What follows belongs to an exercise in optimizing a design on an open flow for small area and a short achievable clock period; a production flow would make more cautious choices.
The RTL was checked by simulation tests, not by an equivalence proof against the original design.
Power is estimated from default activity; no workload was simulated.

==> flow/design.v (excerpt) <==
module fir32_top (
    input  logic        clk,
    input  logic        rst,
    input  logic        clear,
    input  logic        in_valid,
    input  logic [7:0]  xin,
    input  logic        coef_we,
    input  logic [4:0]  coef_addr,
    input  logic [7:0]  coef_data,
    output logic        out_valid,
    output logic [14:0] y,
    output logic        sat
);
Size: ~6600 cells after synthesis, ~730 flip-flops, ~43 I/O pins, ~79000 µm² of cells after synthesis.
make LEC_CHECK=0 CAP_MARGIN=75 CORE_MARGIN=2 CORE_UTILIZATION=45 CTS_CLUSTER_DIAMETER=80 CTS_CLUSTER_SIZE=24 SLEW_MARGIN=70 SYNTH_HIERARCHICAL=1 finish   # period 11.0 ns
run.sh (not shown) runs the stock make flow with config.mk's settings and CLKGATE_MAP_FILE= SYNTH_SCRIPT=/design/flow/synth_recipe.tcl, a recipe that flattens the netlist after the stock synthesis.
Rerun with:
- CAP_MARGIN: 75 -> 20
- GPL_ROUTABILITY_DRIVEN: default -> 0
Clock-buffer cell count goes up by 1.
Register-to-register slack degrades by 0.06 ns.
Sequential power goes up by 7.4%.
Rerun with:
- CAP_MARGIN: 20 -> 60
- GPL_ROUTABILITY_DRIVEN: 0 -> default
Result: Total power goes up by 2.8%; synthesized area is unchanged; non-clock buffer count goes up by 8; via count barely changes; routed wire length goes up by 14%; maximum frequency goes up by 0.63%; die area is unchanged; clock power goes up by about 6%; sequential cell count does not change.

---

Setup of v52:
Starting RTL as in the previous note.
Design fir32_top, start of the top module:
module fir32_top (
    input  logic        clk,
    input  logic        rst,
    input  logic        clear,
    input  logic        in_valid,
    input  logic [7:0]  xin,
    input  logic        coef_we,
    input  logic [4:0]  coef_addr,
    input  logic [7:0]  coef_data,
    output logic        out_valid,
    output logic [14:0] y,
    output logic        sat
);
    fir_ntap_stream #(
        .DATA_W   (8),
        .COEF_W   (8),
        .TAPS     (32),
        .OUT_SHIFT(5),
        .OUT_W    (15)
    ) u_fir (
        .clk      (clk),
        .rst      (rst),
        .clear    (clear),
        .in_valid (in_valid),
        .xin      (xin),
        .coef_we  (coef_we),
        .coef_addr(coef_addr),
        .coef_data(coef_data),
        .out_valid(out_valid),
        .y        (y),
        .sat      (sat)
    );
endmodule
clock: 11.0 ns
lec_check: 0
cap_margin: 20
core_margin: 2
core_utilization: 45
slew_margin: 70
synth_hierarchical: 1
v52 ended with every stage complete and zero timing, DRC or antenna violations.
## Diff of input files: v49 against v52
- setting CTS_CLUSTER_SIZE to 24 for the first time
- setting CTS_CLUSTER_DIAMETER to 80 for the first time
- changing CORE_UTILIZATION from 45 to 50
### Flow results
v49 ended up with fewer standard cells than v52. v49 vs. v52: wire length after detailed routing down about 2%; number of clock buffers in the layout moved down; die area now sits lower; maximum number of pins on one net before global-route repair shrank by about 14%. Taking v52 as the reference, in v49 synthesized area shows no meaningful change; endpoint arrival time on the critical path shows an increase of 0.03 ns; vertical extent of the die shows a reduction of 5.1%; worst hold slack shows an increase of 0.018 ns. Summary: clock period minus worst slack, v49 worse than v52. v49: flow completed, timing, DRC and antenna clean.
Relative to v49, the following input files were edited for v15:
- CORE_UTILIZATION now 45, was 50
Findings:
Looking at v49 and v15, the power in combinational cells is a wash. Clock-pin transition on the worst setup and hold timing paths essentially unchanged between v49 and v15. Cell count: v15 higher than v49. Comparing v49 and v15, the higher fraction of the cycle the final worst path needs is on v49. v15 vs v49: part of the total power dissipated in the clock network down. Final clock skew delta (v15 − v49): favourable. First-pass GRT wire length in v15 vs v49: up 1.0%. Delta (v15 minus v49): total wire length after detailed routing rose by 1.8%; vias after detailed routing -about 0.8%.

--- another note on this design; it stands on its own ---

==> 01-09: inputs <==
==> flow/design.v (excerpt) <==
module fir32_top (
    input  logic        clk,
    input  logic        rst,
    input  logic        clear,
    input  logic        in_valid,
    input  logic [7:0]  xin,
    input  logic        coef_we,
    input  logic [4:0]  coef_addr,
    input  logic [7:0]  coef_data,
    output logic        out_valid,
    output logic [14:0] y,
    output logic        sat
);
clock: 11.0 ns
lec_check: 0
cap_margin: 20
core_margin: 2
core_utilization: 45
cts_cluster_diameter: 80
cts_cluster_size: 24
slew_margin: 50
synth_hierarchical: 1
run.sh (not shown) runs the stock make flow with config.mk's settings and CLKGATE_MAP_FILE= SYNTH_SCRIPT=/design/flow/synth_recipe.tcl, a recipe that flattens the netlist after the stock synthesis.
==> inputs of 10-13, as changes to 01-09 <==
- CTS_CLUSTER_DIAMETER: 80 -> 100
- CTS_CLUSTER_SIZE: 24 -> 30
- SLEW_MARGIN: 50 -> 70
==> qor.yml <==
global_routing:
  grtUsageTotal: 0.431
  grt_pass1_vias: 55600
  antenna_found_initial: 29
finish:
  antennaDiodeCount: 18
  fillers: 15900
  drive_above_1_share: 0.112
placement:
  dp_hpwl_um: 315000
outcome:
  status: "complete, no violations"
[end of results for 01-09]
==> qor.yml <==
outcome:
  status: "complete, no violations"
placement:
  dp_hpwl_um: 319000
global_routing:
  grt_pass1_vias: 55700
  antenna_found_initial: 22
finish:
  fillers: 15800
  drive_above_1_share: 0.172
[end of results for 10-13]

what the ideal ports hide:
How much do the figures lean on ideal ports? The routed layouts below were timed once more, with nothing changed but the port constraints. Step 1 (the two cells are an assumption about what drives the block):
set clk [get_ports {clk}]
set_driving_cell -lib_cell sky130_fd_sc_hd__clkbuf_16 $clk
set_driving_cell -lib_cell sky130_fd_sc_hd__buf_2 [delete_from_list [all_inputs] $clk]
Step 2 times the ports against the registers' clock, not the clock port: input delays grow and output delays shrink by t, the midpoint of the rising clock arrivals with the driver on. a / b / c = ideal / step 1 / step 2; a / b = the first two.
| run | shift t [ns] | setup WS [ns] | worst data-port slew with drivers (ns) |
|---|---|---|---|
| the first run of note 1 | 0.860 | 6.494 / 6.494 / 6.404 | 0.06 |
| the second run of note 1 | 0.800 | 6.433 / 6.433 / 6.407 | 0.07 |
| the third run of note 1 | 0.848 | 6.461 / 6.461 / 6.461 | 0.05 |
| v52 | 0.841 | 6.448 / 6.448 / 6.448 | 0.07 |
| v49 | 0.784 | 6.395 / 6.395 / 6.376 | 0.05 |
| v15 | 0.840 | 6.474 / 6.474 / 6.474 | 0.07 |
| 01-09 | 0.857 | 6.314 / 6.314 / 6.073 | 0.07 |
| 10-13 | 0.786 | 6.474 / 6.474 / 6.474 | 0.06 |
After both steps setup and hold are still met in every run listed. The setup slack of 01-09, which loses most, moves by 0.000 ns with the drivers and by -0.241 ns with both steps.
